Source: an optimization exercise on an open RTL-to-GDS flow (aim: small area). Production flows keep margins and buffers that such runs may drop. Where RTL was checked, it was by simulation tests only, not by an equivalence proof against the original. No activity file was given, so power comes from the tool's default toggle rates.

Setup of zinc:
// idct8_serial
module idct8_serial (
  input  logic        clk,
  input  logic        rst,
  input  logic        in_valid,
  input  logic [24:0] in,
  output logic        out_valid,
  output logic        frame_start,
  output logic [24:0] O
);
Size in the first run: ~2900 cells after synthesis, roughly 460 flip-flops, about 55 I/O pins, roughly 30000 µm² of cells after synthesis.
export LEC_CHECK = 0
export ABC_AREA = 1
export CAP_MARGIN = 20
export CORE_MARGIN = 2
export CORE_UTILIZATION = 72
export SLEW_MARGIN = 20
export BUFFER_PORTS_ARGS = -buffer_cell sky130_fd_sc_hd__buf_1
export CTS_ARGS = -sink_clustering_enable -repair_clock_nets -dont_use_dummy_load -buf_list sky130_fd_sc_hd__clkbuf_4 -sink_clustering_size 10 -sink_clustering_max_diameter 50
create_clock -name core_clock -period 15.0 [get_ports {clk}]
standard.sh (not shown) runs the stock make flow with config.mk's settings and CLKGATE_MAP_FILE= SYNTH_SCRIPT=/design/flow/synth_recipe.tcl, a recipe that flattens the netlist after the stock synthesis.
==> flow/flow/run.sh <==
#!/bin/bash
# Layout flow: the standard ORFS flow (standard.sh, unchanged synthesis),
# with two changes to the cells the layout steps insert:
#  - port buffers are sky130_fd_sc_hd__buf_1 (every port still gets one)
#  - clock tree synthesis uses clkbuf_4 clusters and adds no dummy loads
# make's full output goes to standard.log; ORFS keeps each step's log under orfs/logs.
set -euo pipefail
cat >> config.mk <<'EOT'
export BUFFER_PORTS_ARGS = -buffer_cell sky130_fd_sc_hd__buf_1
export CTS_ARGS = -sink_clustering_enable -repair_clock_nets -dont_use_dummy_load -buf_list sky130_fd_sc_hd__clkbuf_4 -sink_clustering_size 10 -sink_clustering_max_diameter 50
EOT
bash standard.sh > standard.log 2>&1
Here is what was changed in the inputs of amber compared with zinc.
Settings: a change of CTS_ARGS from -sink_clustering_enable -repair_clock_nets -dont_use_dummy_load -buf_list sky130_fd_sc_hd__clkbuf_4 -sink_clustering_size 10 -sink_clustering_max_diameter 50 to -sink_clustering_enable -repair_clock_nets -dont_use_dummy_load -buf_list sky130_fd_sc_hd__clkbuf_8 -sink_clustering_size 16 -sink_clustering_max_diameter 60; a change of CORE_UTILIZATION from 72 to 55.
==> flow/flow/run.sh <==
#!/bin/bash
# Layout flow: the standard ORFS flow (standard.sh, unchanged synthesis),
# with two changes to the cells the layout steps insert:
#  - port buffers are sky130_fd_sc_hd__buf_1 (every port still gets one)
#  - clock tree synthesis uses clkbuf_8 clusters and adds no dummy loads
# make's full output goes to standard.log; ORFS keeps each step's log under orfs/logs.
set -euo pipefail
cat >> config.mk <<'EOT'
export BUFFER_PORTS_ARGS = -buffer_cell sky130_fd_sc_hd__buf_1
export CTS_ARGS = -sink_clustering_enable -repair_clock_nets -dont_use_dummy_load -buf_list sky130_fd_sc_hd__clkbuf_8 -sink_clustering_size 16 -sink_clustering_max_diameter 60
EOT
bash standard.sh > standard.log 2>&1
## What came out
Having completed the whole flow, amber delivered a layout that passed the timing, DRC and antenna checks. Summary of amber over zinc: final-report setup violation count flat, wire length per cell up 0.10 µm, total length of routed wires up 5.2%, clock slew at the register clock pins of the worst setup and hold paths flat, hold slack flat.
Inputs modified between amber and willow:
Settings: putting GPL_TIMING_DRIVEN at 0 where nothing was set; swapping -sink_clustering_enable -repair_clock_nets -dont_use_dummy_load -buf_list sky130_fd_sc_hd__clkbuf_8 -sink_clustering_size 16 -sink_clustering_max_diameter 60 for -sink_clustering_enable -repair_clock_nets -dont_use_dummy_load -buf_list sky130_fd_sc_hd__clkbuf_4 -sink_clustering_size 10 -sink_clustering_max_diameter 50 in CTS_ARGS; swapping 55 for 65 in CORE_UTILIZATION.
==> flow/flow/run.sh <==
#!/bin/bash
# Layout flow: the standard ORFS flow (standard.sh, unchanged synthesis),
# with two changes to the cells the layout steps insert:
#  - port buffers are sky130_fd_sc_hd__buf_1 (every port still gets one)
#  - clock tree synthesis uses clkbuf_4 clusters and adds no dummy loads
# make's full output goes to standard.log; ORFS keeps each step's log under orfs/logs.
set -euo pipefail
cat >> config.mk <<'EOT'
export BUFFER_PORTS_ARGS = -buffer_cell sky130_fd_sc_hd__buf_1
export CTS_ARGS = -sink_clustering_enable -repair_clock_nets -dont_use_dummy_load -buf_list sky130_fd_sc_hd__clkbuf_4 -sink_clustering_size 10 -sink_clustering_max_diameter 50
EOT
bash standard.sh > standard.log 2>&1
--- outcome ---
As of willow, via count had risen by a little under 10% compared to amber. Of willow and amber, willow shows the higher clock buffer count in the final layout, with amber below it. Taking amber as the reference, in willow core box area went down by 16%, relative slew slack lost 6.1 points. Looking at global-route usage, willow sits 9.6 points higher than amber does. Sequential share of layout area on willow is down relative to amber. Diff amber -> willow: die area moved down; routed wire length shows an increase of about 13%; power drawn by the combinational cells picked up an extra about 4%.

before:
idct8_serial, a different RTL version from the one above (not shown whole).
Size: roughly 490 flip-flops, about 55 I/O pins, roughly 35000 µm² of cells after synthesis.
## idct8_serial
module idct8_serial (
  input  logic        clk,
  input  logic        rst,
  input  logic        in_valid,
  input  logic [24:0] in,
  output logic        out_valid,
  output logic        frame_start,
  output logic [24:0] O
);
make LEC_CHECK=0 CAP_MARGIN=20 CORE_MARGIN=2 CORE_UTILIZATION=40 SLEW_MARGIN=20 finish   # period 15.0 ns
run.sh (not shown) runs the stock make flow with config.mk's settings and CLKGATE_MAP_FILE= SYNTH_SCRIPT=/design/flow/synth_recipe.tcl, a recipe that flattens the netlist after the stock synthesis.
Stock flow here: none of the scripts above is used.
The flow did not stop early for before: all stages ran, and the layout cleared the timing, DRC and antenna checks.
> inputs changed (before -> after)
- ABC_AREA now 1, previously not set
- CORE_UTILIZATION now 70, was 40
[summary]
The final core utilization number comes out lower for before vs after.
Any difference in clock input transition at the sequential cells of the worst setup and hold paths between after and before is small enough to ignore.
Summary of after over before: clock power went down about 6%; antenna diode count went up 3; fraction of the yosys area taken by sequential cells stayed essentially flat.
Between before and after, the flow reports wire length increasing by more than 10%.
Function was not checked in any run of this note: the RTL went through the layout flow alone.

job 1211:
idct8_serial with an RTL version that a note above also has.
For scale: about 2900 cells after synthesis, ~460 flip-flops, ~55 I/O pins, ~30000 um2 of cells after synthesis.
Settings: LEC_CHECK=0, ABC_AREA=1, CAP_MARGIN=0, CORE_MARGIN=2, CORE_UTILIZATION=55, SLEW_MARGIN=0, BUFFER_PORTS_ARGS=-buffer_cell sky130_fd_sc_hd__buf_1, CTS_ARGS=-sink_clustering_enable -repair_clock_nets -dont_use_dummy_load -buf_list sky130_fd_sc_hd__clkbuf_4 -sink_clustering_size 10 -sink_clustering_max_diameter 50; clock period 15.0 ns.
standard.sh (not shown) runs the stock make flow with config.mk's settings and CLKGATE_MAP_FILE= SYNTH_SCRIPT=/design/flow/synth_recipe.tcl, a recipe that flattens the netlist after the stock synthesis.
==> flow/flow/run.sh <==
#!/bin/bash
# Layout flow: the standard ORFS flow (standard.sh, unchanged synthesis),
# with two changes to the cells the layout steps insert:
#  - port buffers are sky130_fd_sc_hd__buf_1 (every port still gets one)
#  - clock tree synthesis uses clkbuf_4 clusters and adds no dummy loads
# make's full output goes to standard.log; ORFS keeps each step's log under orfs/logs.
set -euo pipefail
cat >> config.mk <<'EOT'
export BUFFER_PORTS_ARGS = -buffer_cell sky130_fd_sc_hd__buf_1
export CTS_ARGS = -sink_clustering_enable -repair_clock_nets -dont_use_dummy_load -buf_list sky130_fd_sc_hd__clkbuf_4 -sink_clustering_size 10 -sink_clustering_max_diameter 50
EOT
bash standard.sh > standard.log 2>&1
The flow did not stop early for job 1211: all stages ran, and the layout cleared the timing, DRC and antenna checks.
The following lists how job 8181 was set up differently from job 1211:
==> flow/config.mk <==
export PLATFORM = sky130hd
export DESIGN_NAME = idct8_serial
export DESIGN_NICKNAME = idct8_serial
export VERILOG_FILES = /design/flow/design.v
export SDC_FILE = /design/flow/constraint.sdc
export NUM_CORES = 4
export LEC_CHECK = 0
export ABC_AREA = 1
export CAP_MARGIN = 20
export CORE_MARGIN = 2
export CORE_UTILIZATION = 65
export SLEW_MARGIN = 20
export BUFFER_PORTS_ARGS = -buffer_cell sky130_fd_sc_hd__buf_1
export CTS_ARGS = -sink_clustering_enable -repair_clock_nets -dont_use_dummy_load -buf_list sky130_fd_sc_hd__clkbuf_4 -sink_clustering_size 10 -sink_clustering_max_diameter 50
==> comparison <==
Cmp job 8181 and job 1211 / number of detailed-routing iterations run before antenna repair / lower: job 1211. Share of power burned in registers across job 8181 and job 1211: no real change. Met1 usage in global routing, job 8181 and job 1211: larger value in job 8181. Diff job 1211 -> job 8181: share of the clock period used by the worst path after layout increased by 0.57 points relative to the old numbers, maximum frequency now smaller, power increased by about 0.7% relative to the old numbers. Measured against each other, job 8181 and job 1211 differ in cell area, the lower figure coming from job 8181. Job 8181 reached the end of the flow, and the finished layout is clean on the timing, DRC and antenna checks. Route | job 8181 vs job 1211 | wire shorter in job 8181. Job 8181 against job 1211; worst-case vdd ir drop is up by more than 10%.
Modified inputs, job 9172 compared to job 8181
-- flow/config.mk --
<<< job 8181, line 9
export CAP_MARGIN = 20
export CORE_MARGIN = 2
export CORE_UTILIZATION = 65
export SLEW_MARGIN = 20
export BUFFER_PORTS_ARGS = -buffer_cell sky130_fd_sc_hd__buf_1
>>> job 9172, line 9
export CAP_MARGIN = 20
export CORE_MARGIN = 2
export CORE_UTILIZATION = 55
export SLEW_MARGIN = 20
export BUFFER_PORTS_ARGS = -buffer_cell sky130_fd_sc_hd__buf_1
Job 8181 → job 9172: part of the total power dissipated in combinational logic down 0.6 points; cell area after layout has increased.
Re first-pass GRT wire length: job 8181 and job 9172 aren't equal, and the lower value belongs to job 8181.
Maximum single-stage delay on the critical path: job 9172 vs job 8181 up 0.21 ns
The multi-input gate share of total cell area number comes out lower for job 9172 vs job 8181.
Detail-routed net length per standard cell up 0.44 um in job 9172 wrt job 8181
| count of boundary I/O pins | job 9172 vs job 8181 | ≈ equal |

-- afterwards: timing with drivers on the ports --
How much do the figures lean on ideal ports? The routed layouts below were timed once more, with nothing changed but the port constraints.
Step 1 sets driving cells, clkbuf_16 on the clock port and buf_2 on the other inputs (assumed; they add their load-dependent delay and slew).
Step 2 adds t to the input delays and takes it off the output delays; t is the mean of the earliest and latest rising clock arrival at the registers after step 1. Input paths then give back, and output paths get back, about the clock's delay inside the block.
a / b / c = no drivers / after step 1 / after step 2; a / b = the first two.
run | shift t [ns] | setup WS [ns] | clock arrival spread, ns | cell pins on the clock port's net
zinc | 0.861 | 1.517 / 1.517 / 1.517 | 0.072 / 0.073 | 1
amber | 0.681 | 1.551 / 1.551 / 1.551 | 0.091 / 0.091 | 1
willow | 0.861 | 0.970 / 0.970 / 0.970 | 0.063 / 0.063 | 1
before | 0.700 | 1.281 / 1.281 / 1.281 | 0.031 / 0.030 | 1
after | 0.680 | 1.022 / 1.022 / 1.022 | 0.058 / 0.058 | 1
job 1211 | 0.907 | 1.534 / 1.534 / 1.534 | 0.094 / 0.093 | 1
job 8181 | 0.840 | 1.448 / 1.448 / 1.448 | 0.064 / 0.064 | 1
job 9172 | 0.907 | 1.534 / 1.534 / 1.534 | 0.094 / 0.093 | 1
After both steps every run listed still meets setup and hold.
